Background: an optimization exercise with open tools, aiming at small area. Do not read the settings as production practice.
RTL that was checked went through simulation tests only; none was proved equivalent to the original.
The RTL of run 1 was laid out without a check of its function.
The clock port is modelled as an ideal driver; clocking choices that lean on that would not hold on a real chip.
No activity file was given, so power comes from the tool's default toggle rates.

==> design.v <==
package space_pkg;
  typedef logic [9:0] coord_t;   
  typedef logic [9:0] score_t;   
  localparam coord_t H_ACTIVE     = 10'd640;
  localparam coord_t H_TOTAL      = 10'd800;
  localparam coord_t H_SYNC_START = 10'd656;
  localparam coord_t H_SYNC_END   = 10'd752;
  localparam coord_t V_ACTIVE     = 10'd480;
  localparam coord_t V_TOTAL      = 10'd525;
  localparam coord_t V_SYNC_START = 10'd490;
  localparam coord_t V_SYNC_END   = 10'd492;
  localparam int     NUM_ROWS      = 5;
  localparam int     NUM_COLS      = 11;
  localparam coord_t ALIEN_SIZE    = 10'd24;    
  localparam coord_t ALIEN_PITCH_X = 10'd30;
  localparam coord_t ALIEN_PITCH_Y = 10'd32;
  localparam coord_t GRID_X0       = 10'd70;
  localparam coord_t GRID_Y0       = 10'd150;
  localparam coord_t MARCH_MAX     = 10'd100;
  localparam coord_t SHOOTER_Y       = 10'd460;
  localparam coord_t SHOOTER_START_X = 10'd253;
  localparam coord_t SHOOTER_MIN_X   = 10'd10;
  localparam coord_t SHOOTER_MAX_X   = 10'd528;
  localparam coord_t SHOOTER_STEP    = 10'd10;
  localparam coord_t BULLET_W        = 10'd4;
  localparam coord_t BULLET_H        = 10'd8;
  localparam coord_t BULLET_START_Y  = 10'd460;
  localparam coord_t DIGIT_Y    = 10'd20;
  localparam logic [29:0] DIGIT_X = {   
    10'd90,
    10'd60,
    10'd30
  };
  localparam logic [63:0] SPRITE_SMALL = {   
    8'b10000001,
    8'b01000010,
    8'b00100100,
    8'b11111111,
    8'b11011011,
    8'b01111110,
    8'b00111100,
    8'b00011000
  };
  localparam logic [143:0] SPRITE_MEDIUM = {   
    12'b000000000000,
    12'b100000000100,
    12'b010000001000,
    12'b001100110000,
    12'b101000000010,
    12'b101001100010,
    12'b101111111010,
    12'b111111111110,
    12'b011011101100,
    12'b001111111000,
    12'b000111110000,
    12'b000011100000
  };
  localparam logic [99:0] SPRITE_LARGE = {   
    10'b0111111110,
    10'b1100000110,
    10'b1000000010,
    10'b0100000100,
    10'b0010010010,
    10'b0111111110,
    10'b1111111111,
    10'b1101101101,
    10'b0111111110,
    10'b0011111100
  };
  localparam logic [69:0] SEG_FONT = {   
    7'b1101111,
    7'b1111111,
    7'b0000111,
    7'b1111101,
    7'b1101101,
    7'b1100110,
    7'b1001111,
    7'b1011011,
    7'b0000110,
    7'b0111111
  };
  localparam logic [8:0] ROW_COLOR = {   
    3'b110,
    3'b101,
    3'b011
  };
  localparam logic [49:0] ROW_POINTS = {   
    10'd10,
    10'd10,
    10'd20,
    10'd20,
    10'd30
  };
endpackage
module vga_timing (
  input  logic       clk,
  input  logic       rst_n,
  output logic [4:0] o_hc,       
  output logic [4:0] o_hp,       
  output logic [9:0] o_vy,       
  output logic       o_active,
  output logic       o_hsync,
  output logic       o_vsync
);
  localparam logic [9:0] VY0 = 10'd106;
  function automatic logic [4:0] inc5(input logic [4:0] x);
    logic c;
    c = 1'b1;
    for (int i = 0; i < 5; i++) begin
      inc5[i] = x[i] ^ c;
      c       = x[i] & c;
    end
  endfunction
  function automatic logic [9:0] inc10(input logic [9:0] x);
    logic c;
    c = 1'b1;
    for (int i = 0; i < 10; i++) begin
      inc10[i] = x[i] ^ c;
      c        = x[i] & c;
    end
  endfunction
  logic h_last, v_last, hp_last;
  assign hp_last = (o_hp == 5'd29);
  assign h_last  = (o_hc == 5'd26) && (o_hp == 5'd19);    
  assign v_last  = (o_vy == VY0 + 10'd524);
  always_ff @(posedge clk or negedge rst_n) begin
    if (!rst_n) begin
      o_hc <= '0;
      o_hp <= '0;
      o_vy <= VY0;
    end else begin
      if (h_last) begin
        o_hc <= '0;
        o_hp <= '0;
        o_vy <= v_last ? VY0 : inc10(o_vy);
      end else if (hp_last) begin
        o_hc <= inc5(o_hc);
        o_hp <= '0;
      end else begin
        o_hp <= inc5(o_hp);
      end
    end
  end
  assign o_active = ((o_hc < 5'd21) || (o_hc == 5'd21 && o_hp < 5'd10)) && (o_vy < VY0 + 10'd480);
  assign o_hsync  = !(((o_hc > 5'd21) || (o_hc == 5'd21 && o_hp >= 5'd26)) &&
                      ((o_hc < 5'd25) || (o_hc == 5'd25 && o_hp < 5'd2)));
  assign o_vsync  = !((o_vy >= VY0 + 10'd490) && (o_vy < VY0 + 10'd492));
endmodule
module player_control #(
  parameter int BULLET_DIV = 3000
) (
  input  logic       clk,
  input  logic       rst_n,
  input  logic       i_right,
  input  logic       i_left,
  input  logic       i_fire,
  input  logic       i_start,
  input  logic       i_hit,
  input  logic       i_move_tick,
  output logic [4:0] o_sc,
  output logic [4:0] o_sp,
  output logic [4:0] o_bc,
  output logic [4:0] o_bp,
  output logic [8:0] o_by,
  output logic       o_bullet_active
);
  localparam int BULLET_CW = (BULLET_DIV > 1) ? $clog2(BULLET_DIV) : 1;
  localparam logic [8:0] BY_OFS = 9'd18;
  function automatic logic [4:0] inc5(input logic [4:0] x);
    logic c;
    c = 1'b1;
    for (int i = 0; i < 5; i++) begin
      inc5[i] = x[i] ^ c;
      c       = x[i] & c;
    end
  endfunction
  function automatic logic [4:0] dec5(input logic [4:0] x);
    logic b;
    b = 1'b1;
    for (int i = 0; i < 5; i++) begin
      dec5[i] = x[i] ^ b;
      b       = ~x[i] & b;
    end
  endfunction
  function automatic logic [8:0] dec9(input logic [8:0] x);
    logic b;
    b = 1'b1;
    for (int i = 0; i < 9; i++) begin
      dec9[i] = x[i] ^ b;
      b       = ~x[i] & b;
    end
  endfunction
  function automatic logic [4:0] plus10(input logic [4:0] p);
    plus10 = '0;
    for (int i = 0; i < 30; i++) if (p == 5'(i)) plus10 = 5'((i + 10) % 30);
  endfunction
  function automatic logic [4:0] minus10(input logic [4:0] p);
    minus10 = '0;
    for (int i = 0; i < 30; i++) if (p == 5'(i)) minus10 = 5'((i + 20) % 30);
  endfunction
  logic                 right_q, left_q, fire_q;
  logic                 right_rise, left_rise, fire_rise;
  logic                 dir_r, dir_l;        
  logic [BULLET_CW-1:0] bullet_cnt;
  logic                 bullet_tick;
  logic [4:0]           rc, rp, lc, lp;     
  assign right_rise  = i_right & ~right_q;
  assign left_rise   = i_left & ~left_q;
  assign fire_rise   = i_fire & ~fire_q;
  assign bullet_tick = (bullet_cnt == BULLET_CW'(BULLET_DIV - 1));
  always_ff @(posedge clk or negedge rst_n) begin
    if (!rst_n) begin
      right_q <= 1'b0;
      left_q  <= 1'b0;
      fire_q  <= 1'b0;
    end else begin
      right_q <= i_right;
      left_q  <= i_left;
      fire_q  <= i_fire;
    end
  end
  always_ff @(posedge clk) begin
    if (right_rise) begin
      dir_r <= 1'b1;
      dir_l <= 1'b0;
    end else if (left_rise) begin
      dir_r <= 1'b0;
      dir_l <= 1'b1;
    end else if (!i_right && !i_left) begin
      dir_r <= 1'b0;
      dir_l <= 1'b0;
    end
  end
  always_comb begin
    rc = (o_sp >= 5'd20) ? inc5(o_sc) : o_sc;
    rp = plus10(o_sp);
    if (rc > 5'd17 || (rc == 5'd17 && rp > 5'd22)) begin
      rc = 5'd17;
      rp = 5'd22;
    end
    lc = (o_sp < 5'd10) ? dec5(o_sc) : o_sc;
    lp = minus10(o_sp);
    if (o_sc == 5'd0 && o_sp < 5'd24) begin
      lc = 5'd0;
      lp = 5'd14;
    end
  end
  always_ff @(posedge clk or negedge rst_n) begin
    if (!rst_n) begin
      o_sc <= 5'd8;
      o_sp <= 5'd17;
    end else if (i_start) begin
      o_sc <= 5'd8;
      o_sp <= 5'd17;
    end else if (i_move_tick && dir_r) begin
      o_sc <= rc;
      o_sp <= rp;
    end else if (i_move_tick && dir_l) begin
      o_sc <= lc;
      o_sp <= lp;
    end
  end
  always_ff @(posedge clk or negedge rst_n) begin
    if (!rst_n) begin
      o_bullet_active <= 1'b0;
    end else if (i_start || i_hit) begin
      o_bullet_active <= 1'b0;
    end else if (o_bullet_active) begin
      if (bullet_tick && o_by == BY_OFS) o_bullet_active <= 1'b0;   
    end else if (fire_rise) begin
      o_bullet_active <= 1'b1;
    end
  end
  always_ff @(posedge clk) begin
    if (!o_bullet_active) begin
      bullet_cnt <= '0;
      if (fire_rise) begin
        o_bc <= o_sc;
        o_bp <= o_sp;
        o_by <= BY_OFS + 9'd460;
      end
    end else begin
      bullet_cnt <= bullet_tick ? '0 : bullet_cnt + 1'b1;
      if (bullet_tick && o_by != BY_OFS) o_by <= dec9(o_by);
    end
  end
endmodule
module alien_fleet #(
  parameter int MARCH_DIV = 50000,
  parameter int MOVE_DIV  = 500000
) (
  input  logic        clk,
  input  logic        rst_n,
  input  logic        i_restart,
  input  logic [4:0]  i_bc,
  input  logic [4:0]  i_bp,
  input  logic [8:0]  i_by,             
  input  logic        i_bullet_active,
  output logic        o_hit,
  output logic        o_won,
  output logic        o_start,
  output logic        o_move_tick,
  output logic [54:0] o_dead,
  output logic [2:0]  o_mc,
  output logic [4:0]  o_mp,
  output logic [3:0]  o_hund,
  output logic [3:0]  o_tens
);
  localparam int MARCH_CW = (MARCH_DIV > 1) ? $clog2(MARCH_DIV) : 1;
  function automatic logic [MARCH_CW-1:0] incm(input logic [MARCH_CW-1:0] x);
    logic c;
    c = 1'b1;
    for (int i = 0; i < MARCH_CW; i++) begin
      incm[i] = x[i] ^ c;
      c       = x[i] & c;
    end
  endfunction
  function automatic logic [4:0] inc5(input logic [4:0] x);
    logic c;
    c = 1'b1;
    for (int i = 0; i < 5; i++) begin
      inc5[i] = x[i] ^ c;
      c       = x[i] & c;
    end
  endfunction
  function automatic logic [4:0] dec5(input logic [4:0] x);
    logic b;
    b = 1'b1;
    for (int i = 0; i < 5; i++) begin
      dec5[i] = x[i] ^ b;
      b       = ~x[i] & b;
    end
  endfunction
  function automatic logic [5:0] sub5(input logic [4:0] x, input logic [4:0] y, input logic bin);
    logic c;
    c = ~bin;
    for (int i = 0; i < 5; i++) begin
      sub5[i] = x[i] ^ ~y[i] ^ c;
      c       = (x[i] & ~y[i]) | (x[i] & c) | (~y[i] & c);
    end
    sub5[5] = ~c;
  endfunction
  logic [MARCH_CW-1:0] march_cnt;
  logic                march_right;
  logic                fresh;
  logic                clr;
  assign o_start = i_restart | o_won;
  assign clr     = o_start | fresh;
  generate
    if (MARCH_DIV % MOVE_DIV == 0) begin : g_shared
      assign o_move_tick = ((march_cnt % MARCH_CW'(MOVE_DIV)) == MARCH_CW'(MOVE_DIV - 1));
    end else begin : g_own
      localparam int MOVE_CW = (MOVE_DIV > 1) ? $clog2(MOVE_DIV) : 1;
      logic [MOVE_CW-1:0] move_cnt;
      assign o_move_tick = (move_cnt == MOVE_CW'(MOVE_DIV - 1));
      always_ff @(posedge clk or negedge rst_n) begin
        if (!rst_n) move_cnt <= '0;
        else if (o_start) move_cnt <= '0;
        else move_cnt <= o_move_tick ? '0 : move_cnt + 1'b1;
      end
    end
  endgenerate
  logic [5:0] bd;
  logic       bborrow;
  logic       ge26, eq25;
  logic [5:0] colb;       
  logic [5:0] hcol;       
  logic       xhit;
  logic [3:0] hc4;
  logic [3:0] yrow;
  logic [4:0] prow, srow;    
  logic [4:0] colbits;       
  logic       p_live, s_live, hit_found;
  logic [4:0] hrow;          
  assign bd      = sub5(i_bp, o_mp, 1'b0);
  assign bborrow = bd[5];
  assign ge26    = bborrow ? (bd[4:0] >= 5'd28) : (bd[4:0] >= 5'd26);
  assign eq25    = bborrow ? (bd[4:0] == 5'd27) : (bd[4:0] == 5'd25);
  assign colb    = sub5(i_bc, {2'b0, o_mc}, bborrow);
  always_comb begin
    logic c;
    c = ge26;
    for (int i = 0; i < 6; i++) begin
      hcol[i] = colb[i] ^ c;
      c       = colb[i] & c;
    end
  end
  assign xhit    = !eq25 && !hcol[5] && (hcol[4:0] <= 5'd10);
  assign hc4     = hcol[3:0];
  assign yrow = i_by[8:5];
  always_comb begin
    for (int r = 0; r < 5; r++) begin
      prow[r] = (yrow == 4'(5 + r));
      srow[r] = (yrow == 4'(6 + r)) && (i_by[4:0] == 5'd0);
    end
  end
  always_comb begin
    for (int r = 0; r < 5; r++) begin
      case (hc4)
        4'd0:    colbits[r] = o_dead[r*11 + 0];
        4'd1:    colbits[r] = o_dead[r*11 + 1];
        4'd2:    colbits[r] = o_dead[r*11 + 2];
        4'd3:    colbits[r] = o_dead[r*11 + 3];
        4'd4:    colbits[r] = o_dead[r*11 + 4];
        4'd5:    colbits[r] = o_dead[r*11 + 5];
        4'd6:    colbits[r] = o_dead[r*11 + 6];
        4'd7:    colbits[r] = o_dead[r*11 + 7];
        4'd8:    colbits[r] = o_dead[r*11 + 8];
        4'd9:    colbits[r] = o_dead[r*11 + 9];
        default: colbits[r] = o_dead[r*11 + 10];
      endcase
    end
  end
  assign s_live    = |(srow & ~colbits);
  assign p_live    = |(prow & ~colbits);
  assign hit_found = i_bullet_active && !o_hit && xhit && (s_live || p_live);
  assign hrow      = s_live ? srow : prow;
  logic       all_dead;
  logic [1:0] pts;        
  logic [3:0] tens_n;
  logic       tens_c;
  logic [4:0] hund_inc, mc_inc, mc_dec;
  assign hund_inc = inc5({1'b0, o_hund});
  assign mc_inc   = inc5({2'b0, o_mc});
  assign mc_dec   = dec5({2'b0, o_mc});
  assign all_dead = &o_dead;
  assign pts      = hrow[0] ? 2'd3 : (hrow[1] | hrow[2]) ? 2'd2 : 2'd1;
  always_comb begin
    tens_n = '0;
    tens_c = 1'b0;
    for (int t = 0; t < 10; t++) begin
      for (int p = 1; p < 4; p++) begin
        if (o_tens == 4'(t) && pts == 2'(p)) begin
          tens_n = 4'((t + p) % 10);
          tens_c = (t + p) >= 10;
        end
      end
    end
  end
  always_ff @(posedge clk or negedge rst_n) begin
    if (!rst_n) begin
      fresh <= 1'b1;
    end else begin
      fresh <= 1'b0;
    end
  end
  logic        nclr;
  logic [4:0]  krow;
  logic [10:0] kcol;
  assign nclr = !clr;
  assign krow = hrow & {5{hit_found & nclr}};
  always_comb for (int c = 0; c < 11; c++) kcol[c] = (hc4 == 4'(c));
  always_ff @(posedge clk) begin
    for (int r = 0; r < 5; r++) begin
      for (int c = 0; c < 11; c++) begin
        o_dead[r*11 + c] <= (o_dead[r*11 + c] & nclr) | (krow[r] & kcol[c]);
      end
    end
  end
  always_ff @(posedge clk or negedge rst_n) begin
    if (!rst_n) begin
      o_hund       <= '0;
      o_tens       <= '0;
      o_hit        <= 1'b0;
      o_won        <= 1'b0;
    end else if (o_start) begin
      o_hund       <= '0;
      o_tens       <= '0;
      o_hit        <= 1'b0;
      o_won        <= 1'b0;
    end else begin
      o_hit <= hit_found;
      o_won <= all_dead && !fresh;
      if (hit_found) begin
        o_tens       <= tens_n;
        if (tens_c) o_hund <= hund_inc[3:0];
      end
    end
  end
  always_ff @(posedge clk or negedge rst_n) begin
    if (!rst_n) begin
      march_cnt <= '0;
    end else if (o_start || march_cnt == MARCH_CW'(MARCH_DIV - 1)) begin
      march_cnt <= '0;
    end else begin
      march_cnt <= incm(march_cnt);
    end
  end
  always_ff @(posedge clk) begin
    if (clr) begin
      o_mc        <= 3'd2;
      o_mp        <= 5'd10;
      march_right <= 1'b1;
    end else if (march_cnt == MARCH_CW'(MARCH_DIV - 1)) begin
      if (march_right) begin
        if (o_mc < 3'd5 || o_mp < 5'd20) begin
          if (o_mp == 5'd29) begin
            o_mc <= mc_inc[2:0];
            o_mp <= 5'd0;
          end else begin
            o_mp <= inc5(o_mp);
          end
        end else begin
          march_right <= 1'b0;
        end
      end else begin
        if (o_mc != 3'd2 || o_mp != 5'd10) begin
          if (o_mp == 5'd0) begin
            o_mc <= mc_dec[2:0];
            o_mp <= 5'd29;
          end else begin
            o_mp <= dec5(o_mp);
          end
        end else begin
          march_right <= 1'b1;
        end
      end
    end
  end
endmodule
module frame_renderer (
  input  logic        clk,
  input  logic        rst_n,
  input  logic [4:0]  i_hc,
  input  logic [4:0]  i_hp,
  input  logic [9:0]  i_vy,             
  input  logic        i_active,
  input  logic        i_hsync,
  input  logic        i_vsync,
  input  logic [54:0] i_dead,
  input  logic [2:0]  i_mc,
  input  logic [4:0]  i_mp,
  input  logic [4:0]  i_sc,             
  input  logic [4:0]  i_sp,
  input  logic [4:0]  i_bc,
  input  logic [4:0]  i_bp,
  input  logic [8:0]  i_by,             
  input  logic        i_bullet_active,
  input  logic [3:0]  i_hund,
  input  logic [3:0]  i_tens,
  output logic        o_red,
  output logic        o_green,
  output logic        o_blue,
  output logic        o_hsync,
  output logic        o_vsync
);
  localparam logic [9:0] VY0 = 10'd106;
  function automatic logic [5:0] sub5(input logic [4:0] x, input logic [4:0] y, input logic bin);
    logic c;
    c = ~bin;
    for (int i = 0; i < 5; i++) begin
      sub5[i] = x[i] ^ ~y[i] ^ c;
      c       = (x[i] & ~y[i]) | (x[i] & c) | (~y[i] & c);
    end
    sub5[5] = ~c;
  endfunction
  function automatic logic [9:0] sub10(input logic [9:0] x, input logic [9:0] y);
    logic c;
    c = 1'b1;
    for (int i = 0; i < 10; i++) begin
      sub10[i] = x[i] ^ ~y[i] ^ c;
      c        = (x[i] & ~y[i]) | (x[i] & c) | (~y[i] & c);
    end
  endfunction
  function automatic logic [3:0] dec4(input logic [3:0] x);
    logic b;
    b = 1'b1;
    for (int i = 0; i < 4; i++) begin
      dec4[i] = x[i] ^ b;
      b       = ~x[i] & b;
    end
  endfunction
  function automatic logic [11:0] sprite_row(input logic [1:0] cls, input logic [3:0] sy);
    case ({cls, sy})
      {2'd0, 4'd0}: sprite_row = 12'b000000011000;
      {2'd0, 4'd1}: sprite_row = 12'b000000111100;
      {2'd0, 4'd2}: sprite_row = 12'b000001111110;
      {2'd0, 4'd3}: sprite_row = 12'b000011011011;
      {2'd0, 4'd4}: sprite_row = 12'b000011111111;
      {2'd0, 4'd5}: sprite_row = 12'b000000100100;
      {2'd0, 4'd6}: sprite_row = 12'b000001000010;
      {2'd0, 4'd7}: sprite_row = 12'b000010000001;
      {2'd1, 4'd0}: sprite_row = 12'b000011100000;
      {2'd1, 4'd1}: sprite_row = 12'b000111110000;
      {2'd1, 4'd2}: sprite_row = 12'b001111111000;
      {2'd1, 4'd3}: sprite_row = 12'b011011101100;
      {2'd1, 4'd4}: sprite_row = 12'b111111111110;
      {2'd1, 4'd5}: sprite_row = 12'b101111111010;
      {2'd1, 4'd6}: sprite_row = 12'b101001100010;
      {2'd1, 4'd7}: sprite_row = 12'b101000000010;
      {2'd1, 4'd8}: sprite_row = 12'b001100110000;
      {2'd1, 4'd9}: sprite_row = 12'b010000001000;
      {2'd1, 4'd10}: sprite_row = 12'b100000000100;
      {2'd1, 4'd11}: sprite_row = 12'b000000000000;
      {2'd2, 4'd0}: sprite_row = 12'b000011111100;
      {2'd2, 4'd1}: sprite_row = 12'b000111111110;
      {2'd2, 4'd2}: sprite_row = 12'b001101101101;
      {2'd2, 4'd3}: sprite_row = 12'b001111111111;
      {2'd2, 4'd4}: sprite_row = 12'b000111111110;
      {2'd2, 4'd5}: sprite_row = 12'b000010010010;
      {2'd2, 4'd6}: sprite_row = 12'b000100000100;
      {2'd2, 4'd7}: sprite_row = 12'b001000000010;
      {2'd2, 4'd8}: sprite_row = 12'b001100000110;
      {2'd2, 4'd9}: sprite_row = 12'b000111111110;
      default: sprite_row = 12'b0;
    endcase
  endfunction
  function automatic logic seg_bit(input logic [6:0] s, input logic [3:0] x, input logic [3:0] y);
    logic mid_x;
    mid_x = (x >= 4'd2 && x < 4'd8);
    seg_bit = (s[0] && y < 4'd2 && mid_x) ||
              (s[1] && x >= 4'd8 && y >= 4'd2 && y < 4'd7) ||
              (s[2] && x >= 4'd8 && y >= 4'd7 && y < 4'd12) ||
              (s[3] && y >= 4'd12 && mid_x) ||
              (s[4] && x < 4'd2 && y >= 4'd7 && y < 4'd12) ||
              (s[5] && x < 4'd2 && y >= 4'd2 && y < 4'd7) ||
              (s[6] && y >= 4'd7 && y < 4'd9 && mid_x);
  endfunction
  logic [4:0]  vrow;
  logic [2:0]  row;
  logic        row_ok;
  logic [1:0]  cls;
  logic [5:0]  ad, col;
  logic        col_ok;
  logic [3:0]  sx;
  logic [10:0] row_dead;
  logic [11:0] sprite_word;
  logic        alien_pix;
  logic [2:0]  alien_rgb;
  assign vrow   = i_vy[9:5];
  assign row_ok = (vrow >= 5'd8) && (vrow <= 5'd12) && (i_vy[4:3] != 2'b11);
  always_comb begin
    case (vrow[2:0])
      3'd0:    row = 3'd0;
      3'd1:    row = 3'd1;
      3'd2:    row = 3'd2;
      3'd3:    row = 3'd3;
      default: row = 3'd4;
    endcase
  end
  assign cls    = (row == 3'd0) ? 2'd0 : (row <= 3'd2) ? 2'd1 : 2'd2;
  assign ad     = sub5(i_hp, i_mp, 1'b0);
  assign col    = sub5(i_hc, {2'b0, i_mc}, ad[5]);
  assign col_ok = !col[5] && (col[4:0] <= 5'd10) && (ad[5] ? (ad[4:0] < 5'd26) : (ad[4:0] < 5'd24));
  assign sx     = ad[5] ? dec4(ad[4:1]) : ad[4:1];
  always_comb begin
    case (row)
      3'd0:    row_dead = i_dead[10:0];
      3'd1:    row_dead = i_dead[21:11];
      3'd2:    row_dead = i_dead[32:22];
      3'd3:    row_dead = i_dead[43:33];
      default: row_dead = i_dead[54:44];
    endcase
  end
  assign sprite_word = sprite_row(cls, i_vy[4:1]);
  assign alien_pix   = row_ok && col_ok && !row_dead[col[3:0]] && sprite_word[sx];
  always_comb begin
    case (cls)
      2'd0:    alien_rgb = {3{alien_pix}} & space_pkg::ROW_COLOR[2:0];
      2'd1:    alien_rgb = {3{alien_pix}} & space_pkg::ROW_COLOR[5:3];
      default: alien_rgb = {3{alien_pix}} & space_pkg::ROW_COLOR[8:6];
    endcase
  end
  logic [5:0] sd, sdc;
  logic       s_on;
  logic       bar1, bar2, bar3;
  logic       shooter_pix;
  assign sd   = sub5(i_hp, i_sp, 1'b0);
  assign sdc  = sub5(i_hc, i_sc, sd[5]);
  assign s_on = (sdc == 6'd0);
  assign bar1 = sd[5] ? (sd[4:0] >= 5'd4 && sd[4:0] < 5'd12) : (sd[4:0] >= 5'd2 && sd[4:0] < 5'd10);
  assign bar2 = sd[5] ? (sd[4:0] >= 5'd6 && sd[4:0] < 5'd10) : (sd[4:0] >= 5'd4 && sd[4:0] < 5'd8);
  assign bar3 = sd[5] ? (sd[4:0] >= 5'd2 && sd[4:0] < 5'd14) : (sd[4:0] < 5'd12);
  always_comb begin
    shooter_pix = 1'b0;
    if (s_on) begin
      if (i_vy >= VY0 + 10'd460 && i_vy < VY0 + 10'd462) shooter_pix = bar1;
      if (i_vy >= VY0 + 10'd462 && i_vy < VY0 + 10'd468) shooter_pix = bar2;
      if (i_vy >= VY0 + 10'd468 && i_vy < VY0 + 10'd470) shooter_pix = bar3;
    end
  end
  logic [5:0] bd, bdc;
  logic [9:0] bdy;
  logic       bullet_pix;
  assign bd  = sub5(i_hp, i_bp, 1'b0);
  assign bdc = sub5(i_hc, i_bc, bd[5]);
  assign bdy = sub10(i_vy, {1'b0, i_by});
  assign bullet_pix = i_bullet_active && (bdc == 6'd0) &&
                      (bd[5] ? (bd[4:0] >= 5'd2 && bd[4:0] < 5'd6) : (bd[4:0] < 5'd4)) &&
                      (bdy[9:3] == 7'd11);
  logic [3:0] digit;
  logic [6:0] font;
  logic [3:0] sdy;
  logic       score_pix;
  assign sdy = 4'(i_vy[3:0] - 4'd14);     
  always_comb begin
    case (i_hc[1:0])
      2'd1:    digit = i_hund;
      2'd2:    digit = i_tens;
      default: digit = 4'd0;
    endcase
    case (digit)
      4'd0:    font = space_pkg::SEG_FONT[0*7 +: 7];
      4'd1:    font = space_pkg::SEG_FONT[1*7 +: 7];
      4'd2:    font = space_pkg::SEG_FONT[2*7 +: 7];
      4'd3:    font = space_pkg::SEG_FONT[3*7 +: 7];
      4'd4:    font = space_pkg::SEG_FONT[4*7 +: 7];
      4'd5:    font = space_pkg::SEG_FONT[5*7 +: 7];
      4'd6:    font = space_pkg::SEG_FONT[6*7 +: 7];
      4'd7:    font = space_pkg::SEG_FONT[7*7 +: 7];
      4'd8:    font = space_pkg::SEG_FONT[8*7 +: 7];
      default: font = space_pkg::SEG_FONT[9*7 +: 7];
    endcase
  end
  assign score_pix = (i_hc >= 5'd1) && (i_hc <= 5'd3) && (i_hp < 5'd10) &&
                     (i_vy >= VY0 + 10'd20) && (i_vy < VY0 + 10'd34) &&
                     seg_bit(font, i_hp[3:0], sdy);
  logic red, green, blue;
  assign red   = alien_rgb[2] | bullet_pix | score_pix;
  assign green = alien_rgb[1] | bullet_pix | shooter_pix;
  assign blue  = alien_rgb[0] | bullet_pix | shooter_pix;
  always_ff @(posedge clk or negedge rst_n) begin
    if (!rst_n) begin
      o_red   <= 1'b0;
      o_green <= 1'b0;
      o_blue  <= 1'b0;
      o_hsync <= 1'b1;
      o_vsync <= 1'b1;
    end else begin
      o_red   <= i_active & red;
      o_green <= i_active & green;
      o_blue  <= i_active & blue;
      o_hsync <= i_hsync;
      o_vsync <= i_vsync;
    end
  end
endmodule
module invaders_top #(
  parameter int MOVE_DIV   = 64,
  parameter int BULLET_DIV = 4,
  parameter int MARCH_DIV  = 256
) (
  input  logic              clk,
  input  logic              rst_n,
  input  logic              i_right,
  input  logic              i_left,
  input  logic              i_fire,
  input  logic              i_restart,
  output logic              o_hsync,
  output logic              o_vsync,
  output logic              o_red,
  output logic              o_green,
  output logic              o_blue,
  output space_pkg::score_t o_score,
  output logic              o_won
);
  logic [4:0]  hc, hp;
  logic [9:0]  vy;
  logic        active, hsync_raw, vsync_raw;
  logic [4:0]  sc, sp, bc, bp;
  logic [8:0]  by;
  logic [8:0]  half_score;
  logic        bullet_active, hit, start, move_tick;
  logic [54:0] dead;
  logic [2:0]  mc;
  logic [4:0]  mp;
  logic [3:0]  hund, tens;
  vga_timing u_timing (
    .clk      (clk),
    .rst_n    (rst_n),
    .o_hc     (hc),
    .o_hp     (hp),
    .o_vy     (vy),
    .o_active (active),
    .o_hsync  (hsync_raw),
    .o_vsync  (vsync_raw)
  );
  player_control #(
    .BULLET_DIV (BULLET_DIV)
  ) u_player (
    .clk             (clk),
    .rst_n           (rst_n),
    .i_right         (i_right),
    .i_left          (i_left),
    .i_fire          (i_fire),
    .i_start         (start),
    .i_hit           (hit),
    .i_move_tick     (move_tick),
    .o_sc            (sc),
    .o_sp            (sp),
    .o_bc            (bc),
    .o_bp            (bp),
    .o_by            (by),
    .o_bullet_active (bullet_active)
  );
  alien_fleet #(
    .MARCH_DIV (MARCH_DIV),
    .MOVE_DIV  (MOVE_DIV)
  ) u_fleet (
    .clk             (clk),
    .rst_n           (rst_n),
    .i_restart       (i_restart),
    .i_bc            (bc),
    .i_bp            (bp),
    .i_by            (by),
    .i_bullet_active (bullet_active),
    .o_hit           (hit),
    .o_won           (o_won),
    .o_start         (start),
    .o_move_tick     (move_tick),
    .o_dead          (dead),
    .o_mc            (mc),
    .o_mp            (mp),
    .o_hund          (hund),
    .o_tens          (tens)
  );
  function automatic logic [8:0] add9(input logic [8:0] x, input logic [8:0] y);
    logic c;
    c = 1'b0;
    for (int i = 0; i < 9; i++) begin
      add9[i] = x[i] ^ y[i] ^ c;
      c       = (x[i] & y[i]) | (x[i] & c) | (y[i] & c);
    end
  endfunction
  logic [8:0] t5, h50;
  assign t5  = add9({5'b0, tens}, {3'b0, tens, 2'b0});
  assign h50 = add9({4'b0, hund, 1'b0}, add9({1'b0, hund, 4'b0}, {hund, 5'b0}));
  assign half_score = add9(t5, h50);
  assign o_score = {half_score, 1'b0};
  frame_renderer u_render (
    .clk             (clk),
    .rst_n           (rst_n),
    .i_hc            (hc),
    .i_hp            (hp),
    .i_vy            (vy),
    .i_active        (active),
    .i_hsync         (hsync_raw),
    .i_vsync         (vsync_raw),
    .i_dead          (dead),
    .i_mc            (mc),
    .i_mp            (mp),
    .i_sc            (sc),
    .i_sp            (sp),
    .i_bc            (bc),
    .i_bp            (bp),
    .i_by            (by),
    .i_bullet_active (bullet_active),
    .i_hund          (hund),
    .i_tens          (tens),
    .o_red           (o_red),
    .o_green         (o_green),
    .o_blue          (o_blue),
    .o_hsync         (o_hsync),
    .o_vsync         (o_vsync)
  );
endmodule
==> flow/run.sh <==
#!/bin/bash
# Own layout flow: the standard flow, with three changes.
#  1. Synthesis runs the standard synthesis script unchanged, except that
#     the final ABC mapping uses an area-oriented script (abc_area.script in
#     this folder: three rounds of choice computation and area-recovery
#     mapping), and adders are left to ABC instead of being extracted into
#     full/half-adder cells first (ADDER_MAP_FILE empty).
#     Registers are mapped before ABC, so they are the standard synthesis's.
#  2. Ports are buffered with sky130_fd_sc_hd__buf_1 instead of the default
#     buffer cell.
#  3. The clock tree is built from sky130_fd_sc_hd__clkbuf_8 without dummy
#     loads.
# Every tool's output goes to a log file in the work folder.
set -euo pipefail
W=$PWD
rm -rf "$W/scripts_abc"
cp -r "$FLOW_HOME/scripts" "$W/scripts_abc"
cp "$W/flow/abc_area.script" "$W/scripts_abc/abc_area.script"
bash standard.sh "SCRIPTS_DIR=$W/scripts_abc" "ADDER_MAP_FILE=" synth > "$W/flow_synth.log" 2>&1
bash standard.sh "BUFFER_PORTS_ARGS=-buffer_cell sky130_fd_sc_hd__buf_1" \
  "CTS_ARGS=-sink_clustering_enable -repair_clock_nets -buf_list sky130_fd_sc_hd__clkbuf_8 -dont_use_dummy_load" \
  finish > "$W/flow_layout.log" 2>&1
test -s "$W/out/final.def"
==> flow/abc_area.script <==
strash
dch -f
map -a
strash
dch -f
map -a
strash
dch -f
map -a
topo
==> standard.sh <==
#!/bin/bash
# synth_recipe.tcl (not shown) runs the flow's synth.tcl, then flattens the netlist and writes it again
# the make line also repeats each setting of config.mk as NAME=value (left out here)
make -C /OpenROAD-flow-scripts/flow DESIGN_CONFIG=/design/flow/config.mk WORK_HOME=/design/flow/orfs CLKGATE_MAP_FILE= SYNTH_SCRIPT=/design/flow/synth_recipe.tcl "${@:-finish}"
==> config.mk <==
export PLATFORM = sky130hd
export DESIGN_NAME = invaders_top
export DESIGN_NICKNAME = invaders_top
export VERILOG_FILES = /design/flow/design.v
export SDC_FILE = /design/flow/constraint.sdc
export NUM_CORES = 4
export LEC_CHECK = 0
export ABC_AREA = 1
export CAP_MARGIN = 20
export CORE_MARGIN = 2
export CORE_UTILIZATION = 40
export CTS_BUF_LIST = sky130_fd_sc_hd__clkbuf_8
export CTS_CLUSTER_DIAMETER = 150
export CTS_CLUSTER_SIZE = 40
export SLEW_MARGIN = 20
==> constraint.sdc <==
create_clock -name core_clock -period 20.0 [get_ports {clk}]
set_input_delay 4.0000 -clock core_clock [delete_from_list [all_inputs] [get_ports {clk}]]
set_output_delay 4.0000 -clock core_clock [all_outputs]
set_load 0.01 [all_outputs]
==> qor.yml, run 1 <==
status: "timing/DRC/antenna clean"
slowest_stage: "dfrtp_1"
instances_no_fill: 1802
grt_pass1_wl_mm: 49.56
dpl.cell_count: 1785
fin_skew_ns: 0.03817
fin_util_pct: 43.96
critPathMostFrequentCell: "nand2_1"
port_buffers: 20
finalHoldViolCount: 0
intPower_uw: 382.8
crit_fanout: 8
p_per_area_nw_per_um2: 49.22
core-area_um2: 23470
ant_nets: 0
clkPwrFrac_pct: 34.4
cts_buffers: 17
io_pins: 22
crit_required_ns: 16.00
cpPeakStageDelay_ns: 0.46
finalSetupViolCount: 0
cts.sinks: 145
dp.final_hpwl_mm: 23.42
r2r.worst_path.cells: 37
syn_inst: 1441
synth_seq_cells: 145
n_fill_cell: 2449
area_delta_synth_final_pct: 7.775
end_kind: "output port"
rrSetupSlack_ns: 13.87
grt_overflow: 0
slew-limit-headroom_pct: 43.14
via_per_inst: 5.682
place_congestion: 0.9693
period_minus_slack_ns: 6.987
synthesis.area_um2: 9574
path_buf_inv: 3
clockBufferDepth: 2
ys.flop_type: "dfxtp_1"
postCtsSetupBuffers: 0
swShare_pct: 24.62
holdPathStages: 1
crit_type: "reg -> out"
switching_power_uw: 125.1
die_x_um: 158.7
cp-start-kind: "register"
initial_utilization_pct: 40.79
hold_path_startpoint: "u_player.bullet_cnt[0]"
max_clock_freq_mhz: 143.1
syn_avg_cell_area_um2: 6.644
rsz0062_at_grt: "no"
layout-drive-gt1-share_pct: 2.832
wl_mm: 30.29
dieArea_um2: 25190
antenna_cells: 0
maxCapViolations: 0
synth_warnings: 5
wire_per_inst_um: 16.81
post_cts_resized: 0
timing.final.crit_share_pct: 34.93
antenna_found_initial: 1
power_frac_seq_pct: 60.0
ff_latch_area_um2: 3396
drc: 0
r2r_end: "u_fleet.o_tens[2]"
die_height_um: 158.7
grt_usage_pct: 24.35
fin_nets: 1491
postCtsHoldBufs: 0
tns_ns: 0
synth.yosys.seq_area_share_pct: 35.47
vias: 10239
cp_top_family: "simple AND/OR/NAND/NOR gates"
multi_input_area_um2: 5215
rows: 56
clk_latency_ns: 0.47
dr.pass1.iters: 6
synth-async-reset-ratio_pct: 40.00
clkTransAtPathRegs_ns: 0.09
crit_chain: "clkinv_1, nor2_1, clkinv_1, o22ai_1, a21oi_1, or2_2, nand2_1, nand2_1, nand2_1, nand2_1, nand3_1, xnor2_1, buf_1"
hp-class: "reg -> reg"
cts_root_buffer: "clkbuf_8"
synth.distinct_cells: 39
fin_hold_ws_ns: 0.4500
ir_drop_v: 0.00002670
htreeDepth: 4
grt_pass1_vias: 9610
drt_iter0_drc: 948
grt_max_degree: 59
r2r-start: "u_fleet.o_mp[0]"
min_to: "u_player.bullet_cnt[0]"
leakage_nw: 3.562
tightestPinTransition_ns: 0.8314
cts_tree: "built"
synth_edf_count: 19
slew_viol_final: 0
comb_power_share_pct: 5.7
crit_arrival_ns: 2.99
[metal layers]
metal | vias to the layer above | track usage, % | wire, um
met5 | - | 0 | 0
met4 | 0 | 9.800 | 1100
met3 | 78 | 4.963 | 2205
met2 | 408 | 38.49 | 13530
met1 | 4676 | 32.55 | 13460
li1 | 5077 | - | -
[how the worst max path moves through the flow]
stage                                  from              end  slack, ns  depth (start not counted)
after global routing      u_fleet.o_tens[0]       o_score[9]      12.63                         13
after detailed placement          i_restart    u_fleet.o_won      13.26                          9
after CTS                 u_fleet.o_tens[0]       o_score[9]      12.98                         13
final                     u_fleet.o_tens[0]       o_score[9]      13.01                         13
after global placement            i_restart  u_fleet.o_mc[1]      13.30                          8
after floorplan                   i_restart  u_fleet.o_mc[1]      13.83                          6
[worst reg2reg max path, delay by kind of cell (launching register included)]
kind | cells | cell delay, ns
buffers and inverters | 6 | 0.75
DFF | 1 | 0.45
and+or+nand+nor | 22 | 2.74
AOI/OAI and AO/OA | 9 | 2.05
[power groups by stage]
stage,logic [mW],clock network [mW],registers [mW]
after floorplan,0.0182,0,0.309
after global placement,0.0288,0,0.311
after detailed placement,0.0287,0,0.311
after CTS,0.0288,0.180,0.305
after global routing,0.0324,0.190,0.305
final,0.0287,0.174,0.305
[stage by stage]
stage | area [um^2] | worst slack [ns] | total power, mW
detailed placement | 10080 | 13.26 | 0.3395
floorplan | 9578 | 13.83 | 0.3276
global route | 10320 | 12.63 | 0.5277
finish | 10320 | 13.01 | 0.5079
CTS | 10320 | 12.98 | 0.5131
global placement | 10080 | 13.30 | 0.3395
[cell type report]
class                      instances  share of cell area [%]
multi-input combinational       1041                   50.54
sequential                       145                   32.91
inverter                         254                   9.240
tap                              319                   3.868
clock buffer                      17                   2.267
timing repair buffer              26                   1.176
[cell usage in the layout, fill, tap and decap left out, drive strengths merged]
master / count
o21bai: 3
a311oi: 4
a41oi: 3
o221ai: 8
clkbuf: 17
a32oi: 2
a31oi: 10
o41ai: 1
clkinv: 254
nand2: 208
o311ai: 5
o21a: 3
nor3: 50
edfxtp: 19
nor4: 16
o211ai: 10
conb: 2
a2111oi: 8
nand4: 18
o31ai: 7
o32ai: 6
dfxtp: 68
a221oi: 4
a21oi: 90
a211oi: 7
nand3: 46
dfrtp: 48
o22ai: 105
xnor2: 15
nor2: 274
a22o: 1
or2: 7
xor2: 20
a22oi: 11
o21ai: 90
o2111ai: 3
buf: 26
nor3b: 2
dfstp: 10
a21boi: 2
[logic make-up after synthesis]
group	Yosys count	synth area share, %
AO/OA/AOI/OAI	383	24.42
XOR/XNOR	35	3.202
buffers and inverters	256	10.11
flip-flops	145	35.47
other	1	0.03917
AND/OR/NAND/NOR	621	26.75
[registers in the layout, indices dropped and copies added (netlist names), 2 cells and up]
signal / cells
u_timing.o_hc: 5
u_player.o_bc: 5
u_player.bullet_cnt: 2
u_player.o_sc: 5
u_timing.o_hp: 5
u_timing.o_vy: 10
u_fleet.march_cnt: 8
u_player.o_sp: 5
u_fleet.o_dead: 55
u_player.o_by: 9
u_fleet.o_mc: 3
u_fleet.o_hund: 4
u_player.o_bp: 5
u_fleet.o_tens: 4
u_fleet.o_mp: 5
[Yosys cell counts (all sizes together), types with 11 or more instances]
cell / number / area, um^2
nor2: 274 / 1028
dfxtp: 68 / 1361
o21ai: 90 / 450.4
o22ai: 105 / 656.9
xnor2: 15 / 131.4
clkinv: 254 / 953.4
nor3: 50 / 250.2
xor2: 20 / 175.2
dfrtp: 48 / 1201
edfxtp: 19 / 570.6
nand4: 18 / 112.6
nand3: 46 / 230.2
a21oi: 90 / 450.4
a22oi: 11 / 82.58
nand2: 208 / 780.8
nor4: 16 / 100.1
==> inputs of run 2 (changes only) <==
--- a/design.v
+++ b/design.v
@@ -394,22 +394,10 @@
       srow[r] = (yrow == 4'(6 + r)) && (i_by[4:0] == 5'd0);
     end
   end
+  logic [10:0] hsel;       
   always_comb begin
-    for (int r = 0; r < 5; r++) begin
-      case (hc4)
-        4'd0:    colbits[r] = o_dead[r*11 + 0];
-        4'd1:    colbits[r] = o_dead[r*11 + 1];
-        4'd2:    colbits[r] = o_dead[r*11 + 2];
-        4'd3:    colbits[r] = o_dead[r*11 + 3];
-        4'd4:    colbits[r] = o_dead[r*11 + 4];
-        4'd5:    colbits[r] = o_dead[r*11 + 5];
-        4'd6:    colbits[r] = o_dead[r*11 + 6];
-        4'd7:    colbits[r] = o_dead[r*11 + 7];
-        4'd8:    colbits[r] = o_dead[r*11 + 8];
-        4'd9:    colbits[r] = o_dead[r*11 + 9];
-        default: colbits[r] = o_dead[r*11 + 10];
-      endcase
-    end
+    for (int c = 0; c < 11; c++) hsel[c] = (hc4 == 4'(c));
+    for (int r = 0; r < 5; r++) colbits[r] = |(~o_dead[r*11 +: 11] & hsel) == 1'b0;
   end
   assign s_live    = |(srow & ~colbits);
   assign p_live    = |(prow & ~colbits);
@@ -449,7 +437,7 @@
   logic [10:0] kcol;
   assign nclr = !clr;
   assign krow = hrow & {5{hit_found & nclr}};
-  always_comb for (int c = 0; c < 11; c++) kcol[c] = (hc4 == 4'(c));
+  assign kcol = hsel;
   always_ff @(posedge clk) begin
     for (int r = 0; r < 5; r++) begin
       for (int c = 0; c < 11; c++) begin
==> run 2 against run 1 <==
Still clean; global-route usage rose by 0.23 points; first-iteration DRC count fell by 1.6%; routed wire length fell by 1.3%; final area fell by 0.17%; worst setup slack got worse by 0.022 ns; sequential cell count did not move; critical path type unchanged; largest power group unchanged.
==> qor.yml, run 2 <==
final_design_area_no_fill_um2: 10300  # was 10320 um^2
htreeDepth: 4  # unchanged
drc: 0  # unchanged
final_cell_mix: "nor2_1 (255), nand2_1 (244), clkinv_1 (234)"  # was nor2_1 (274), clkinv_1 (254), nand2_1 (208)
largest-register: "u_fleet.o_dead"  # unchanged
syn_avg_cell_area_um2: 6.654  # was 6.644 um^2
hp-class: "reg -> reg"  # unchanged
wl_mm: 29.90  # was 30.29 mm
slew_viol_final: 0  # unchanged
end_kind: "output port"  # unchanged
synthesis.area_um2: 9555  # was 9574 um^2
fin_util_pct: 43.89  # was 43.96%
final_common_cell: "nor2_1"  # unchanged
tightestPinTransition_ns: 1.050  # was 0.8314 ns
synth.distinct_cells: 41  # was 39
grt_use_met2_pct: 38.78  # was 38.49%
period_minus_slack_ns: 7.009  # was 6.987 ns
cp-start-kind: "register"  # unchanged
met1_usage_pct: 34.34  # was 32.55%
wire_per_inst_um: 16.64  # was 16.81 um
dpl.cell_count: 1780  # was 1785
drt_iter0_drc: 933  # was 948
via_per_inst: 5.669  # was 5.682
grt_overflow: 0  # unchanged
dr.pass1.iters: 6  # unchanged
area_delta_synth_final_pct: 7.804  # was 7.775%
leakage_nw: 3.629  # was 3.562 nW
dp.final_hpwl_mm: 23.07  # was 23.42 mm
fin_skew_ns: 0.03963  # was 0.03817 ns
netlist_top_cells_count: "nor2_1 (256), nand2_1 (244), clkinv_1 (234)"  # was nor2_1 (274), clkinv_1 (254), nand2_1 (208)
dieArea_um2: 25140  # was 25190 um^2
slew-limit-headroom_pct: 29.71  # was 43.14%
ant_nets: 0  # unchanged
instances_no_fill: 1797  # was 1802
antenna_found_initial: 0  # was 1
fin_nets: 1486  # was 1491
swShare_pct: 23.93  # was 24.62%
synth_area_leader_cell: "dfxtp_1"  # unchanged
antenna_cells: 0  # unchanged
crit_arrival_ns: 3.01  # was 2.99 ns
netlist_top_cells_area: "dfxtp_1 (14%), dfrtp_1 (13%), nor2_1 (10%), nand2_1 (9.6%), clkinv_1 (9.2%)"  # was dfxtp_1 (14%), dfrtp_1 (13%), nor2_1 (11%), clkinv_1 (10%), nand2_1 (8.2%)
crit_fanout: 9  # was 8
synth.yosys.seq_area_share_pct: 35.54  # was 35.47%
status: "timing/DRC/antenna clean"  # unchanged
core-area_um2: 23470  # unchanged
crit_type: "reg -> out"  # unchanged
synth.most_common_cell: "nor2_1"  # unchanged
grt_usage_pct: 24.57  # was 24.35%
p_per_area_nw_per_um2: 48.53  # was 49.22 nW/um^2
power_frac_seq_pct: 60.3  # was 60.0%
grt_pass1_vias: 9238  # was 9610
initial_utilization_pct: 40.71  # was 40.79%
maxCapViolations: 0  # unchanged
placed_area_um2: 10070  # was 10080 um^2
post_cts_resized: 0  # unchanged
clk_latency_ns: 0.47  # about the same
cts_root_buffer: "clkbuf_8"  # unchanged
top_regs: "u_fleet.o_dead x55, u_timing.o_vy x10, u_player.o_by x9"  # unchanged
synth_seq_cells: 145  # unchanged
top_usage_layer: "met2"  # unchanged
cts_buffers: 17  # unchanged
die_height_um: 158.6  # was 158.7 um
max_clock_freq_mhz: 142.7  # was 143.1 MHz
port_buffers: 20  # unchanged
postCtsSetupBuffers: 0  # unchanged
comb_power_share_pct: 4.9  # was 5.7%
syn_inst: 1436  # was 1441
ir_drop_v: 0.00002563  # was 0.00002670 V
synth_top_area_share_pct: 14.25  # was 14.22%
crit_required_ns: 16.00  # about the same
rrSetupSlack_ns: 13.60  # was 13.87 ns
rsz0062_at_grt: "no"  # unchanged
grt_pass1_wl_mm: 48.45  # was 49.56 mm
ys.flop_type: "dfxtp_1"  # unchanged
tns_ns: 0  # unchanged
clkTransAtPathRegs_ns: 0.08  # was 0.09 ns
io_pins: 22  # unchanged
intPower_uw: 380.3  # was 382.8 uW
synth-async-reset-ratio_pct: 40.00  # unchanged
cts.sinks: 145  # unchanged
clkPwrFrac_pct: 34.8  # was 34.4%
finalHoldViolCount: 0  # unchanged
finalSetupViolCount: 0  # unchanged
postCtsHoldBufs: 0  # unchanged
timing.final.crit_share_pct: 35.05  # was 34.93%
cts_tree: "built"  # unchanged
die_x_um: 158.6  # was 158.7 um
rows: 56  # unchanged
place_congestion: 0.9800  # was 0.9693
switching_power_uw: 119.6  # was 125.1 uW
vias: 10188  # was 10239
largest_reg_flops: 55  # unchanged
synth_warnings: 5  # unchanged
gr-usage-met3_pct: 4.001  # was 4.963%
synth_edf_count: 19  # unchanged
grt_max_degree: 59  # unchanged
clockBufferDepth: 2  # unchanged
layout-drive-gt1-share_pct: 3.045  # was 2.832%
==> run 2: final cells by class <==
class | count | area (um^2)
inverter | 234 | 878.3
fill | 2464 | 13170
tap | 319 | 399.1
timing repair buffer | 26 | 121.4
clock buffer | 17 | 234.0
multi-input combinational | 1056 | 5273
sequential | 145 | 3396
==> run 2: through the flow <==
step	total power [mW]	setup slack, ns	hold slack (ns)
detailed placement	0.3319	13.19	0.4437
global route	0.5180	12.68	0.4685
floorplan	0.3218	13.31	0.4177
CTS	0.5051	13.01	0.4567
global placement	0.3317	13.17	0.4418
finish	0.4999	12.99	0.4545
==> run 2: critical path, cell delays in order, from the launching register on <==
cell and delay [ns]:
dfrtp_1 0.52, clkinv_1 0.31, nor2_1 0.32, nor2_1 0.11, nor2_1 0.15, clkinv_1 0.08, a21oi_1 0.19, nand2_1 0.07
nand2_1 0.10, nand2_1 0.05, nand2_1 0.09, nand2_1 0.05, nand2_1 0.09, nand2_1 0.07, nand3_1 0.08, xnor2_1 0.12
buf_1 0.17
==> run 2: final timing paths <==
path / start / endpoint / depth (start not counted)
max: u_fleet.o_tens[0] / o_score[9] / 16
min: u_fleet.march_cnt[0] / u_fleet.march_cnt[0] / 1
max reg2reg: u_fleet.o_mp[1] / u_fleet.o_tens[1] / 35
min reg2reg: u_fleet.march_cnt[0] / u_fleet.march_cnt[0] / 1
max in group asynchronous: rst_n / u_timing.o_hp[1] / 2
min in group asynchronous: rst_n / u_fleet.o_hund[1] / 2
==> run 2: cell families (layout without fill, tap and decap cells) <==
kind of cell	count (synthesis)	count (layout)	synth area share (%)
AND/OR/NAND/NOR	626	626	26.79
AO/OA/AOI/OAI	391	391	24.89
other	1	2	0.03924
XOR/XNOR	37	37	3.391
buffers and inverters	236	277	9.349
flip-flops	145	145	35.54
==> run 2: layer usage <==
metal	vias up	wire length, um
met5	-	0
met4	0	635
met3	55	2130
met2	408	13300
met1	4672	13840
li1	5053	-
==> run 2: power by group through the flow <==
stage          clock, mW  sequential (mW)  combinational (mW)
2_1_floorplan          0            0.307              0.0150
3_3_place_gp           0            0.307              0.0243
3_5_place_dp           0            0.307              0.0244
4_1_cts            0.179            0.301              0.0245
5_1_grt            0.189            0.302              0.0275
6_report           0.174            0.301              0.0244
==> inputs of run 3 (changes only) <==
--- a/flow/run.sh
+++ b/flow/run.sh
@@ -8,8 +8,10 @@
 #     Registers are mapped before ABC, so they are the standard synthesis's.
 #  2. Ports are buffered with sky130_fd_sc_hd__buf_1 instead of the default
 #     buffer cell.
-#  3. The clock tree is built from sky130_fd_sc_hd__clkbuf_8 without dummy
-#     loads.
+#  3. The clock's registers are split into six groups by position, each
+#     driven by one sky130_fd_sc_hd__clkbuf_16 (manual_cts.tcl, run as the
+#     hook before CTS); CTS then builds the tree from the clock port to those
+#     buffers from sky130_fd_sc_hd__clkbuf_4, without dummy loads.
 # Every tool's output goes to a log file in the work folder.
 set -euo pipefail
 W=$PWD
@@ -18,6 +20,7 @@
 cp "$W/flow/abc_area.script" "$W/scripts_abc/abc_area.script"
 bash standard.sh "SCRIPTS_DIR=$W/scripts_abc" "ADDER_MAP_FILE=" synth > "$W/flow_synth.log" 2>&1
 bash standard.sh "BUFFER_PORTS_ARGS=-buffer_cell sky130_fd_sc_hd__buf_1" \
-  "CTS_ARGS=-sink_clustering_enable -repair_clock_nets -buf_list sky130_fd_sc_hd__clkbuf_8 -dont_use_dummy_load" \
+  "PRE_CTS_TCL=$W/flow/manual_cts.tcl" \
+  "CTS_ARGS=-sink_clustering_enable -repair_clock_nets -clk_nets clk -buf_list sky130_fd_sc_hd__clkbuf_4 -dont_use_dummy_load" \
   finish > "$W/flow_layout.log" 2>&1
 test -s "$W/out/final.def"
==> flow/manual_cts.tcl (new file) <==
# Hook run before clock tree synthesis: split the clock's register sinks into
# 2 x 3 groups by position (halves in x, thirds in y within each half) and
# drive each group from its own sky130_fd_sc_hd__clkbuf_16, placed at the
# group's centre. Every group gets the same buffer and a similar load, so the
# clock arrives at all registers at about the same time. CTS then builds the
# tree from the clock port to these six buffers, and detailed placement
# legalizes them.
set block [ord::get_db_block]
set db [ord::get_db]
set clk_net [$block findNet clk]
set master [$db findMaster sky130_fd_sc_hd__clkbuf_16]
set pts {}
foreach it [$clk_net getITerms] {
  set inst [$it getInst]
  set bb [$inst getBBox]
  lappend pts [list [expr {([$bb xMin] + [$bb xMax]) / 2}] [expr {([$bb yMin] + [$bb yMax]) / 2}] $it]
}
set n [llength $pts]
set byx [lsort -integer -index 0 $pts]
set gx 2
set gy 3
set groups {}
for {set i 0} {$i < $gx} {incr i} {
  set part [lrange $byx [expr {$i * $n / $gx}] [expr {($i + 1) * $n / $gx - 1}]]
  set byy [lsort -integer -index 1 $part]
  set m [llength $byy]
  for {set j 0} {$j < $gy} {incr j} {
    lappend groups [lrange $byy [expr {$j * $m / $gy}] [expr {($j + 1) * $m / $gy - 1}]]
  }
}
set g 0
foreach grp $groups {
  set sx 0; set sy 0
  foreach p $grp { incr sx [lindex $p 0]; incr sy [lindex $p 1] }
  set cx [expr {$sx / [llength $grp]}]
  set cy [expr {$sy / [llength $grp]}]
  set buf [odb::dbInst_create $block $master "clkbuf_manual_$g"]
  set net [odb::dbNet_create $block "clk_manual_$g"]
  $net setSigType CLOCK
  [$buf findITerm A] connect $clk_net
  [$buf findITerm X] connect $net
  foreach p $grp {
    set it [lindex $p 2]
    $it disconnect
    $it connect $net
  }
  $buf setLocation $cx $cy
  $buf setPlacementStatus PLACED
  puts "manual clock buffer $g: [llength $grp] sinks at $cx $cy"
  incr g
}
==> run 3 against run 2 <==
Final area down 0.57%; critical path type unchanged; core utilization down 0.25 points; largest cell class unchanged; global-route usage down 0.46 points; clock power down 9%.
==> qor.yml, run 3 <==
die_height_um: 158.6  # unchanged
crit_type: "reg -> out"  # unchanged
met1_usage_pct: 34.62  # was 34.34%
crit_arrival_ns: 3.12  # was 3.01 ns
final_common_cell: "nor2_1"  # unchanged
top_usage_layer: "met2"  # unchanged
ant_nets: 0  # unchanged
top_regs: "u_fleet.o_dead x55, u_timing.o_vy x10, u_player.o_by x9"  # unchanged
syn_inst: 1436  # unchanged
io_pins: 22  # unchanged
slew_viol_final: 0  # unchanged
finalSetupViolCount: 0  # unchanged
cp_top_family: "simple AND/OR/NAND/NOR gates"  # unchanged
hp-class: "reg -> reg"  # unchanged
dieArea_um2: 25140  # unchanged
syn_avg_cell_area_um2: 6.654  # unchanged
grt_overflow: 0  # unchanged
critical_path_cell_count: 16  # unchanged
largest-register: "u_fleet.o_dead"  # unchanged
antenna_found_initial: 1  # was 0
final_cell_mix: "nor2_1 (255), nand2_1 (244), clkinv_1 (234)"  # unchanged
maxCapViolations: 0  # unchanged
end_kind: "output port"  # unchanged
p_per_area_nw_per_um2: 47.28  # was 48.53 nW/um^2
fin_util_pct: 43.64  # was 43.89%
crit_required_ns: 16.00  # about the same
drc: 0  # unchanged
layout-drive-gt1-share_pct: 2.517  # was 3.045%
dp.final_hpwl_mm: 23.07  # unchanged
place_congestion: 0.9800  # unchanged
via_per_inst: 5.659  # was 5.669
critPathMostFrequentCell: "nand2_1"  # unchanged
cts_buffers: 3  # was 17
dr.pass1.iters: 5  # was 6
synth_warnings: 5  # unchanged
status: "timing/DRC/antenna clean"  # unchanged
synthesis.area_um2: 9555  # unchanged
tightestPinTransition_ns: 1.097  # was 1.050 ns
grt_pass1_vias: 9160  # was 9238
largest_reg_flops: 55  # unchanged
synth.most_common_cell: "nor2_1"  # unchanged
max_clock_freq_mhz: 140.5  # was 142.7 MHz
clk_latency_ns: 0.57  # was 0.47 ns
synth.distinct_cells: 41  # unchanged
netlist_top_cells_count: "nor2_1 (256), nand2_1 (244), clkinv_1 (234)"  # unchanged
tns_ns: 0  # unchanged
synth_seq_cells: 145  # unchanged
period_minus_slack_ns: 7.116  # was 7.009 ns
slew-limit-headroom_pct: 26.51  # was 29.71%
grt_pass1_wl_mm: 48.27  # was 48.45 mm
postCtsHoldBufs: 0  # unchanged
core-area_um2: 23470  # unchanged
path_buf_inv: 3  # unchanged
slowest_stage: "dfrtp_1"  # unchanged
cpPeakStageDelay_ns: 0.52  # about the same
timing.final.crit_share_pct: 35.58  # was 35.05%
finalHoldViolCount: 0  # unchanged
rows: 56  # unchanged
crit_fanout: 9  # unchanged
holdPathStages: 1  # unchanged
postCtsSetupBuffers: 0  # unchanged
port_buffers: 20  # unchanged
ir_drop_v: 0.00003871  # was 0.00002563 V
synth.yosys.seq_area_share_pct: 35.54  # unchanged
grt_usage_pct: 24.12  # was 24.57%
clkTransAtPathRegs_ns: 0.10  # was 0.08 ns
cp-start-kind: "register"  # unchanged
r2r.worst_path.cells: 31  # was 35
synth-async-reset-ratio_pct: 40.00  # unchanged
gr-usage-met3_pct: 3.048  # was 4.001%
grt_use_met2_pct: 37.72  # was 38.78%
synth_edf_count: 19  # unchanged
initial_utilization_pct: 40.71  # unchanged
netlist_top_cells_area: "dfxtp_1 (14%), dfrtp_1 (13%), nor2_1 (10%), nand2_1 (9.6%), clkinv_1 (9.2%)"  # unchanged
rsz0062_at_grt: "no"  # unchanged
crit_chain: "clkinv_1, nor2_1, nor2_1, nor2_1, clkinv_1, a21oi_1, nand2_1, nand2_1, nand2_1, nand2_1, nand2_1, nand2_1, nand2_1, nand3_1, xnor2_1, buf_1"  # unchanged
fin_nets: 1478  # was 1486
wire_per_inst_um: 16.72  # was 16.64 um
ys.flop_type: "dfxtp_1"  # unchanged
wl_mm: 29.92  # was 29.90 mm
synth_area_leader_cell: "dfxtp_1"  # unchanged
leakage_nw: 3.595  # was 3.629 nW
area_delta_synth_final_pct: 7.188  # was 7.804%
vias: 10130  # was 10188
cts_tree: "built"  # unchanged
die_x_um: 158.6  # unchanged
drt_iter0_drc: 1086  # was 933
grt_max_degree: 59  # unchanged
fin_skew_ns: 0.01981  # was 0.03963 ns
synth_top_area_share_pct: 14.25  # unchanged
post_cts_resized: 0  # unchanged
## run 3: changes by cell type in the layout (fill, tap and decap cells not counted)
cell / delta
clkbuf_4: +3
diode_2: +1
clkbuf_16: +6
clkbuf_8: -17
## run 3: worst reg2reg max path, delay by kind of cell (launching register included)
kind | cells | cell delay, ns
flops | 1 | 0.39
compound gates | 8 | 1.82
simple gates | 17 | 3.12
buf+inv | 6 | 0.98
## run 3: area by class of cell, clock buffers not listed
class,instances,area (um^2)
fillers,2475,13230
multi-input cells,1056,5273
flip-flops and latches,145,3396
inverters,234,878.3
well taps,319,399.1
plain buffers,6,150.1
repair buffers,26,121.4
diodes,1,2.502
## run 3: layer usage
layer / vias to the layer above / part of all wire [%]
met2: 393 / 44
li1: 5049 / -
met1: 4629 / 47
met5: - / 0
met4: 0 / 2.6
met3: 59 / 7.0
## run 3: cells by family after synthesis
group           after synthesis  share of synthesized area, %
compound gates              391                         24.89
xor+xnor                     37                         3.391
other cells                   1                       0.03924
simple gates                626                         26.79
buf+inv                     236                         9.349
flops                       145                         35.54
## run 3: final timing paths
| path | from | to | slack (ns) |
|---|---|---|---|
| worst max register to register | u_fleet.o_mp[1] | u_fleet.o_hund[1] | 13.57 |
| worst min register to register | u_fleet.march_cnt[0] | u_fleet.march_cnt[0] | 0.46 |
| min in group asynchronous | rst_n | u_fleet.o_hund[1] | 3.60 |
| worst max-delay path | u_fleet.o_tens[0] | o_score[9] | 12.88 |
| max in group asynchronous | rst_n | u_fleet.march_cnt[4] | 15.84 |
| worst min-delay path | u_fleet.march_cnt[0] | u_fleet.march_cnt[0] | 0.46 |
## run 3: where the power goes
part	leakage [nW]	total, mW	switching [mW]	internal (mW)
Combinational	2.06	0.0244	0.0181	0.00627
Clock	0.0877	0.159	0.0975	0.0610
Sequential	1.45	0.301	0.00222	0.299
## run 3: stage by stage
stage / setup slack (ns) / cells / hold slack (ns) / instance area, um^2 / total power [mW]
3_5_place_dp: 13.19 / 1780 / 0.4437 / 10070 / 0.3319
2_1_floorplan: 13.31 / 1437 / 0.4177 / 9559 / 0.3218
3_3_place_gp: 13.17 / 1780 / 0.4418 / 10070 / 0.3317
5_1_grt: 12.57 / 1790 / 0.4734 / 10240 / 0.5010
6_report: 12.88 / 1790 / 0.4586 / 10240 / 0.4842
4_1_cts: 12.89 / 1789 / 0.4612 / 10240 / 0.4894
==> inputs of run 4 (changes only) <==
--- a/design.v
+++ b/design.v
@@ -414,16 +414,18 @@
   assign all_dead = &o_dead;
   assign pts      = hrow[0] ? 2'd3 : (hrow[1] | hrow[2]) ? 2'd2 : 2'd1;
   always_comb begin
-    tens_n = '0;
-    tens_c = 1'b0;
-    for (int t = 0; t < 10; t++) begin
-      for (int p = 1; p < 4; p++) begin
-        if (o_tens == 4'(t) && pts == 2'(p)) begin
-          tens_n = 4'((t + p) % 10);
-          tens_c = (t + p) >= 10;
-        end
-      end
+    logic [4:0] sum;
+    logic       c;
+    c = 1'b0;
+    for (int i = 0; i < 4; i++) begin
+      logic b;
+      b = (i < 2) ? pts[i] : 1'b0;
+      sum[i] = o_tens[i] ^ b ^ c;
+      c      = (o_tens[i] & b) | (o_tens[i] & c) | (b & c);
     end
+    sum[4] = c;
+    tens_c = (sum >= 5'd10);
+    tens_n = tens_c ? 4'(sum - 5'd10) : sum[3:0];
   end
   always_ff @(posedge clk or negedge rst_n) begin
     if (!rst_n) begin
==> run 4 against run 3 <==
First-iteration DRC count about the same; total power is 0.38% higher; via count is 1.0% lower; fmax grew 3.4%; sequential cell count unchanged; still clean; largest power group unchanged; register-to-register slack worse by 0.15 ns; clock skew grew 0.0085 ns; sequential share of layout area up 0.44 points; critical path type unchanged.
==> qor.yml, run 4 <==
status: "timing/DRC/antenna clean"  # unchanged
via_per_inst: 5.731  # was 5.659
cpPeakStageDelay_ns: 0.43  # was 0.52 ns
cts_buffers: 3  # unchanged
fin_util_pct: 43.32  # was 43.64%
hold_path_startpoint: "u_player.right_q"  # was u_fleet.march_cnt[0]
synth_seq_cells: 145  # unchanged
tightestPinTransition_ns: 1.026  # was 1.097 ns
wire_per_inst_um: 17.38  # was 16.72 um
finalSetupViolCount: 0  # unchanged
clkTransAtPathRegs_ns: 0.10  # about the same
dp.final_hpwl_mm: 23.54  # was 23.07 mm
netlist_top_cells_count: "nor2_1 (245), clkinv_1 (229), nand2_1 (220)"  # was nor2_1 (256), nand2_1 (244), clkinv_1 (234)
dr.pass1.iters: 8  # was 5
dieArea_um2: 24840  # was 25140 um^2
timing.final.crit_share_pct: 34.42  # was 35.58%
dpl.cell_count: 1739  # was 1780
crit_arrival_ns: 2.88  # was 3.12 ns
largest-register: "u_fleet.o_dead"  # unchanged
fin_skew_ns: 0.02829  # was 0.01981 ns
port_buffers: 20  # unchanged
path_buf_inv: 3  # unchanged
grt_usage_pct: 24.67  # was 24.12%
grt_pass1_vias: 9129  # was 9160
slew_viol_final: 0  # unchanged
leakage_nw: 3.481  # was 3.595 nW
ys.flop_type: "dfxtp_1"  # unchanged
grt_max_degree: 59  # unchanged
r2r-start: "u_fleet.o_mp[0]"  # was u_fleet.o_mp[1]
startpoint: "u_fleet.o_tens[1]"  # was u_fleet.o_tens[0]
final_cell_mix: "nor2_1 (245), clkinv_1 (229), nand2_1 (220)"  # was nor2_1 (255), nand2_1 (244), clkinv_1 (234)
synth.distinct_cells: 42  # was 41
post_cts_resized: 0  # unchanged
io_pins: 22  # unchanged
grt_pass1_wl_mm: 48.82  # was 48.27 mm
postCtsHoldBufs: 0  # unchanged
area_delta_synth_final_pct: 7.091  # was 7.188%
drc: 0  # unchanged
place_congestion: 1.053  # was 0.9800
wl_mm: 30.40  # was 29.92 mm
rsz0062_at_grt: "no"  # unchanged
synth.most_common_cell: "nor2_1"  # unchanged
end_kind: "output port"  # unchanged
synth-async-reset-ratio_pct: 40.00  # unchanged
cp-start-kind: "register"  # unchanged
largest_reg_flops: 55  # unchanged
finalHoldViolCount: 0  # unchanged
final_common_cell: "nor2_1"  # unchanged
initial_utilization_pct: 40.45  # was 40.71%
top_regs: "u_fleet.o_dead x55, u_timing.o_vy x10, u_player.o_by x9"  # unchanged
crit_fanout: 6  # was 9
rows: 56  # unchanged
crit_required_ns: 16.00  # about the same
crit_type: "reg -> out"  # unchanged
fin_nets: 1437  # was 1478
critPathMostFrequentCell: "nand2_1"  # unchanged
postCtsSetupBuffers: 0  # unchanged
netlist_top_cells_area: "dfxtp_1 (14%), dfrtp_1 (13%), nor2_1 (9.7%), clkinv_1 (9.1%), nand2_1 (8.7%)"  # was dfxtp_1 (14%), dfrtp_1 (13%), nor2_1 (10%), nand2_1 (9.6%), clkinv_1 (9.2%)
core-area_um2: 23330  # was 23470 um^2
maxCapViolations: 0  # unchanged
grt_overflow: 0  # unchanged
syn_avg_cell_area_um2: 6.757  # was 6.654 um^2
die_height_um: 157.6  # was 158.6 um
synth_area_leader_cell: "dfxtp_1"  # unchanged
die_x_um: 157.6  # was 158.6 um
synth.yosys.seq_area_share_pct: 35.98  # was 35.54%
vias: 10024  # was 10130
synth_edf_count: 19  # unchanged
cp_top_family: "simple AND/OR/NAND/NOR gates"  # unchanged
max_clock_freq_mhz: 145.3  # was 140.5 MHz
clk_latency_ns: 0.59  # was 0.57 ns
run 4: cell count changes in the layout (fill, tap and decap cells not counted), sizes merged, moves of 9 or more:
cell,previous run,this run
a21oi,96,83
nand2,244,220
nor2,256,245
o21ai,111,102
o22ai,76,85
xnor2,7,17
run 4: through the flow:
step / cell area (um^2) / total power [mW] / hold WS, ns / setup WS, ns
5_1_grt: 10110 / 0.5013 / 0.4605 / 12.70
4_1_cts: 10110 / 0.4893 / 0.4418 / 13.11
2_1_floorplan: 9443 / 0.3225 / 0.4177 / 12.94
6_report: 10110 / 0.4861 / 0.4404 / 13.12
3_3_place_gp: 9933 / 0.3330 / 0.4289 / 12.93
3_5_place_dp: 9933 / 0.3330 / 0.4419 / 12.90
run 4: routing by layer:
layer  global-route usage [%]  vias up  share of wire (%)
met5                        0        -                  0
met4                    8.182        0                3.1
met3                    3.805       76                8.0
met2                    37.62      456                 43
met1                    35.59     4573                 46
li1                         -     4919                  -
run 4: layout make-up, clock buffers not listed:
type / count / area share (%)
diodes: 1 / 0.02476
plain buffers: 6 / 1.485
multi-input cells: 1022 / 51.17
inverters: 229 / 8.504
well taps: 319 / 3.949
repair buffers: 24 / 1.052
flip-flops and latches: 145 / 33.59
run 4: cell families after synthesis:
logic type	count (synthesis)	synth area share [%]
AOI/OAI and AO/OA	380	24.71
xor gates and xnor gates	43	3.990
buffers and inverters	231	9.266
DFF	145	35.98
other	1	0.03973
and+or+nand+nor	597	26.02
run 4: where the power goes:
group          leakage, nW  internal [mW]  switching [mW]
combinational         1.95        0.00680          0.0191
sequential            1.45          0.299         0.00207
clock               0.0877         0.0610          0.0982
total                 3.48          0.367           0.119
run 4: final timing paths:
path	to	slack, ns	cells after the start
worst max-delay path	o_score[9]	13.12	15
worst min-delay path	u_player.dir_r	0.44	1
worst max register to register	u_fleet.o_hund[2]	13.42	44
worst min register to register	u_player.dir_r	0.44	1
max in group asynchronous	u_fleet.o_won	15.86	2
min in group asynchronous	u_player.fire_q	3.56	2

Check on run 4: ideal ports give 13.117 ns setup slack; a clkbuf_16 on the clock port and buf_2 on the inputs give 13.076 ns; moving port delays by the midpoint clock arrival (0.621 ns) as well gives 12.993 ns.
